This is an optimization exercise on Yosys and OpenROAD, whose aim is small area, a short achievable clock period and few clock cycles per item, not a production implementation. The RTL was checked by simulation tests, not by an equivalence proof against the original design.

==> run X: inputs <==
==> flow/design.v (excerpt) <==
module rational_multiply_divide_unit
(
   input  wire logic        clock,
   input  wire logic        reset,
   input  wire logic        start,
   output logic             busy,
   input  wire logic [1:0]  req_operation,
   input  wire logic [31:0] req_first_num,
   input  wire logic [31:0] req_first_den,
   input  wire logic [31:0] req_second_num,
   input  wire logic [31:0] req_second_den,
   output logic             rsp_valid,
   output logic [31:0]      rsp_result_num,
   output logic [30:0]      rsp_result_den,
   output logic [1:0]       rsp_status
);
   localparam int SH = 3;    
   typedef enum logic [2:0] {S_IDLE, S_GCD, S_MUL, S_FIN} state_type;
   typedef enum logic [1:0] {P_FIRST, P_SECOND, P_PROD} phase_type;
   typedef enum logic [1:0] {X_HOLD, X_SHIFT, X_ABS, X_SUM} x_op_type;
   typedef enum logic [2:0] {M_HOLD, M_SHIFT, M_SUM, M_INIT, M_A, M_MACC} m_op_type;
   typedef enum logic [2:0] {F_HOLD, F_REQ, F_SUM, F_NEG} f_op_type;
   state_type   state_ff, state_in;
   phase_type   phase_ff, phase_in;
   logic        busy_ff, busy_in;
   logic        valid_ff, valid_in;
   logic [1:0]  status_ff, status_in;
   logic        md_ff, md_in;        
   logic        dv_ff, dv_in;        
   logic        aneg_ff, aneg_in, xneg_ff, xneg_in;
   logic        ov0_ff, ov0_in, ov1_ff, ov1_in;
   logic        mf_ff, mf_in;        
   logic        zd_ff, zd_in;        
   logic        z_ff, z_in;          
   logic        sov_ff, sov_in;      
   logic        pov_ff, pov_in;      
   logic        mz_ff, mz_in;        
   logic [31:0] f1n_ff, f1d_ff;
   logic [31:0] x_ff, y_ff;
   logic [31:0] m00_ff, m01_ff, m10_ff, m11_ff;
   x_op_type    x_op, y_op;
   m_op_type    m0_op, m1_op;
   f_op_type    f_op;
   logic        sel_dx, sel_dy;
   logic [1:0]  k0, k1;
   logic        done;
   logic [1:0]  st;
   logic [32:0] s0, s1, dxy, dyx;
   logic [31:0] srcn, srcd, absn, absd, pn, pd, xsh, ysh;
   logic [31:0] m00_sh, m10_sh, m01_sh, m11_sh;
   logic        cneg, nz, sw;
   logic        xy_eq, x_gt;
   logic        pneg;
   logic [1:0]  k_x, k_y, k_xy, k_d;
  ...
==> flow/config.mk <==
export PLATFORM = sky130hd
export DESIGN_NAME = rational_multiply_divide_unit
export DESIGN_NICKNAME = rational_multiply_divide_unit
export VERILOG_FILES = /design/flow/design.v
export SDC_FILE = /design/flow/constraint.sdc
export NUM_CORES = 4
export LEC_CHECK = 0
export CAP_MARGIN = 40
export CORE_MARGIN = 2
export CORE_UTILIZATION = 40
export SETUP_SLACK_MARGIN = 2
export SLEW_MARGIN = 40
==> flow/constraint.sdc <==
create_clock -name core_clock -period 6.0 [get_ports {clock}]
set_input_delay 1.2000 -clock core_clock [delete_from_list [all_inputs] [get_ports {clock}]]
set_output_delay 1.2000 -clock core_clock [all_outputs]
set_load 0.01 [all_outputs]
standard.sh (not shown) runs the stock make flow with config.mk's settings and CLKGATE_MAP_FILE= SYNTH_SCRIPT=/design/flow/synth_recipe.tcl, a recipe that flattens the netlist after the stock synthesis.
==> flow/flow/run.sh <==
#!/bin/bash
# The standard layout (standard.sh: the standard flow's own synthesis and ORFS flow, unchanged) with one
# difference: the port buffers that global placement inserts are sky130_fd_sc_hd__buf_1
# instead of the resizer's default choice. Every port still gets its own buffer.
set -euo pipefail
export BUFFER_PORTS_ARGS="-buffer_cell sky130_fd_sc_hd__buf_1"
bash standard.sh > flow.log 2>&1
==> inputs of run M, as changes to run X <==
--- a/flow/design.v
+++ b/flow/design.v
@@ -39,19 +39,19 @@
    input  wire logic [31:0] req_second_den,
    output logic             rsp_valid,
    output logic [31:0]      rsp_result_num,
    output logic [30:0]      rsp_result_den,
    output logic [1:0]       rsp_status
 );
    localparam int SH = 3;    
-   typedef enum logic [2:0] {S_IDLE, S_GCD, S_MUL, S_FIN} state_type;
+   typedef enum logic [1:0] {S_IDLE, S_GCD, S_MUL} state_type;
    typedef enum logic [1:0] {P_FIRST, P_SECOND, P_PROD} phase_type;
    typedef enum logic [1:0] {X_HOLD, X_SHIFT, X_ABS, X_SUM} x_op_type;
    typedef enum logic [2:0] {M_HOLD, M_SHIFT, M_SUM, M_INIT, M_A, M_MACC} m_op_type;
-   typedef enum logic [2:0] {F_HOLD, F_REQ, F_SUM, F_NEG} f_op_type;
+   typedef enum logic [1:0] {F_HOLD, F_REQ, F_SUM} f_op_type;
    state_type   state_ff, state_in;
    phase_type   phase_ff, phase_in;
    logic        busy_ff, busy_in;
    logic        valid_ff, valid_in;
    logic [1:0]  status_ff, status_in;
    logic        md_ff, md_in;        
    logic        dv_ff, dv_in;        
@@ -72,25 +72,35 @@
    logic        sel_dx, sel_dy;
    logic [1:0]  k0, k1;
    logic        done;
    logic [1:0]  st;
    logic [32:0] s0, s1, dxy, dyx;
    logic [31:0] srcn, srcd, absn, absd, pn, pd, xsh, ysh;
    logic [31:0] m00_sh, m10_sh, m01_sh, m11_sh;
-   logic        cneg, nz, sw;
+   logic        cneg, nz, sw, negf;
    logic        xy_eq, x_gt;
    logic        pneg;
    logic [1:0]  k_x, k_y, k_xy, k_d;
    function automatic logic [1:0] ctz(input logic [SH-1:0] v);
       ctz = 2'(SH);
       for (int i = SH - 1; i >= 1; i--)
          if (v[i]) ctz = 2'(i);
    endfunction
    function automatic logic ovf(input logic [31:0] n, input logic [31:0] d, input logic neg);
-      ovf = d[31] | (n[31] & (~neg | (n[30:0] != '0)));
+      ovf = d[31] | (n[31] & ~neg);
+   endfunction
+   function automatic logic too_long(input logic [31:0] m, input logic [31:0] x);
+      too_long = ((|m[31:31]) & (|x[31:1])) |
+                 ((|m[31:27]) & (|x[31:5])) |
+                 ((|m[31:23]) & (|x[31:9])) |
+                 ((|m[31:19]) & (|x[31:13])) |
+                 ((|m[31:15]) & (|x[31:17])) |
+                 ((|m[31:11]) & (|x[31:21])) |
+                 ((|m[31:7]) & (|x[31:25])) |
+                 ((|m[31:3]) & (|x[31:29]));
    endfunction
    function automatic logic [31:0] shr(input logic [31:0] v, input logic [1:0] k);
       case (k)
          2'd1:    shr = v >> 1;
          2'd2:    shr = v >> 2;
          default: shr = v >> 3;
       endcase
@@ -108,23 +118,26 @@
    assign dyx    = {1'b0, y_ff} - {1'b0, x_ff};
    assign xy_eq  = x_ff == y_ff;
    assign x_gt   = ~dxy[32];
    assign k_x    = ctz(x_ff[SH-1:0]);
    assign k_y    = ctz(y_ff[SH-1:0]);
    assign k_xy   = ctz(x_ff[SH-1:0] | y_ff[SH-1:0]);
    assign k_d    = ctz(x_ff[SH-1:0] - y_ff[SH-1:0]);
-   assign cneg   = (state_ff == S_FIN) || srcn[31];
+   assign cneg   = srcn[31];
    assign srcn   = (state_ff == S_IDLE) ? req_first_num : f1n_ff;
    assign srcd   = (state_ff == S_IDLE) ? req_first_den : f1d_ff;
    assign absn   = cneg ? (~srcn + 1'b1) : srcn;
    assign absd   = srcd[31] ? (~srcd + 1'b1) : srcd;
    assign pneg   = aneg_ff ^ xneg_ff;
    assign sw     = dv_ff && (state_ff != S_MUL);    
    assign pn     = m01_ff;
    assign pd     = m11_ff;
+   assign negf   = (state_ff == S_IDLE) ? (!((req_operation == OP_MUL) || (req_operation == OP_DIV)) &&
+                                           (req_first_num[31] ^ req_first_den[31])) :
+                   (state_ff == S_MUL) && pneg;
    assign nz     = (state_ff == S_MUL) ? (mz_ff && (pn != '0)) : (srcn != '0);
    always_comb begin
       state_in  = state_ff;
       phase_in  = phase_ff;
       busy_in   = busy_ff;
       valid_in  = 1'b0;
       status_in = status_ff;
@@ -197,39 +210,33 @@
                         x_op     = X_ABS;
                         y_op     = X_ABS;
                         m0_op    = M_INIT;
                         m1_op    = M_INIT;
                         xneg_in  = f1n_ff[31] ^ f1d_ff[31];
                         z_in     = ~nz;
                         phase_in = P_SECOND;
-                     end else if (xneg_ff) begin
-                        state_in = S_FIN;
                      end else begin
                         done = 1'b1;
-                        st   = ovf(s0[31:0], s1[31:0], 1'b0) ? ST_OVERFLOW : ST_OK;
+                        st   = ovf(s0[31:0], s1[31:0], xneg_ff) ? ST_OVERFLOW : ST_OK;
                      end
                   end
                   P_SECOND: begin
                      x_op     = X_SUM;
                      y_op     = X_SUM;
                      m0_op    = M_A;
                      m1_op    = M_INIT;
                      ov0_in   = 1'b0;
                      ov1_in   = 1'b0;
                      mf_in    = 1'b1;
                      state_in = S_MUL;
                   end
                   default: begin
                      f_op = F_SUM;
-                     if (xneg_ff) begin
-                        state_in = S_FIN;
-                     end else begin
-                        done = 1'b1;
-                        st   = ST_OK;
-                     end
+                     done = 1'b1;
+                     st   = ST_OK;
                   end
                endcase
             end else if (!x_ff[0] && !y_ff[0]) begin
                x_op = X_SHIFT;
                y_op = X_SHIFT;
             end else if (!x_ff[0]) begin
                x_op  = X_SHIFT;
@@ -272,23 +279,18 @@
                phase_in = P_PROD;
                state_in = S_GCD;
             end else begin
                x_op   = X_SHIFT;
                y_op   = X_SHIFT;
                m0_op  = mz_in ? M_INIT : M_SHIFT;
                m1_op  = M_MACC;
-               ov0_in = ov0_ff | (x_ff[0] & s0[32]) | (m00_ff[31] & (x_ff[31:1] != '0));
-               ov1_in = ov1_ff | (y_ff[0] & s1[32]) | (m10_ff[31] & (y_ff[31:1] != '0));
+               ov0_in = ov0_ff | (x_ff[0] & s0[32]) | too_long(m00_ff, x_ff);
+               ov1_in = ov1_ff | (y_ff[0] & s1[32]) | too_long(m10_ff, y_ff);
             end
          end
-         S_FIN: begin
-            f_op = F_NEG;
-            done = 1'b1;
-            st   = sov_ff ? ST_OVERFLOW : ST_OK;
-         end
          default: begin
             state_in = S_IDLE;
          end
       endcase
       if (done) begin
          state_in  = S_IDLE;
          busy_in   = 1'b0;
@@ -337,15 +339,15 @@
          X_ABS:   y_ff <= absd;
          X_SUM:   y_ff <= sw ? s0[31:0] : s1[31:0];
          default: ;
       endcase
       case (m0_op)
          M_SHIFT: begin m00_ff <= m00_sh;             m10_ff <= m10_sh; end
          M_SUM:   begin m00_ff <= s0[31:0];           m10_ff <= s1[31:0]; end
-         M_INIT:  begin m00_ff <= {31'd0, nz};        m10_ff <= '0; end
+         M_INIT:  begin m00_ff <= {{31{nz & negf}}, nz}; m10_ff <= '0; end
          M_A:     begin m00_ff <= f1n_ff;             m10_ff <= f1d_ff; end
          default: ;
       endcase
       case (m1_op)
          M_SHIFT: begin m01_ff <= m01_sh;             m11_ff <= m11_sh; end
          M_SUM:   begin m01_ff <= s0[31:0];           m11_ff <= s1[31:0]; end
          M_INIT:  begin m01_ff <= '0;                 m11_ff <= {31'd0, ~mf_in}; end
@@ -354,15 +356,14 @@
             if (y_ff[0]) m11_ff <= s1[31:0];
          end
          default: ;
       endcase
       case (f_op)
          F_REQ:   begin f1n_ff <= req_second_num;     f1d_ff <= req_second_den; end
          F_SUM:   begin f1n_ff <= s0[31:0];           f1d_ff <= s1[31:0]; end
-         F_NEG:   f1n_ff <= absn;
          default: ;
       endcase
    end
    assign busy           = busy_ff;
    assign rsp_valid      = valid_ff;
    assign rsp_result_num = (status_ff == ST_OK) ? f1n_ff : '0;
    assign rsp_result_den = (status_ff == ST_OK) ? f1d_ff[30:0] : '0;
Settings changed: SETUP_SLACK_MARGIN 2 to 2.2.
==> summary.txt <==
- In run M the die area is larger than in run X, by 0.80%.
- Against run M, the first-iteration DRC count of run X is smaller by 9.6%.
- Against run M, the clock-buffer cell count of run X is higher by 2.
- Between run M and run X, the lower worst hold slack is in run X (gap 23 ps).
- In run X the core utilization is lower than in run M, by 1.0 points.
- Against run M, the final area of run X is lower by 3.4%.
- In cell count, run M and run X hardly differ.
- Against run X, the synthesized cell count of run M is smaller by about 2%.
Testbench counts of run X, summed over its fixed seeds: cycles 186,645, items 4,800.
Testbench counts of run M, summed over its fixed seeds: cycles 170,481, items 4,800.

separate check: timing with driven ports:
In the flow no input, the clock included, has a driving cell. The finished layouts below were timed again as built, in two steps. Step 1, drivers: a clkbuf_16 drives clock and a buf_2 each remaining input, both assumed. Step 2, shift: input delay + t, output delay - t, t = (earliest + latest rising clock arrival at the registers) / 2. This alone moves slack from input paths to output paths. a / b / c = no drivers / after step 1 / after step 2; a / b = the first two.
run | t (ns) | setup WS [ns] | worst setup path after step 2
run X | 0.663 | 1.940 / 1.940 / 1.601 | input to register
run M | 0.619 | 2.091 / 2.091 / 1.792 | input to register
After both steps every run listed still meets setup and hold. The setup slack of run X, which loses most, moves by 0.000 ns with the drivers and by -0.339 ns with both steps.
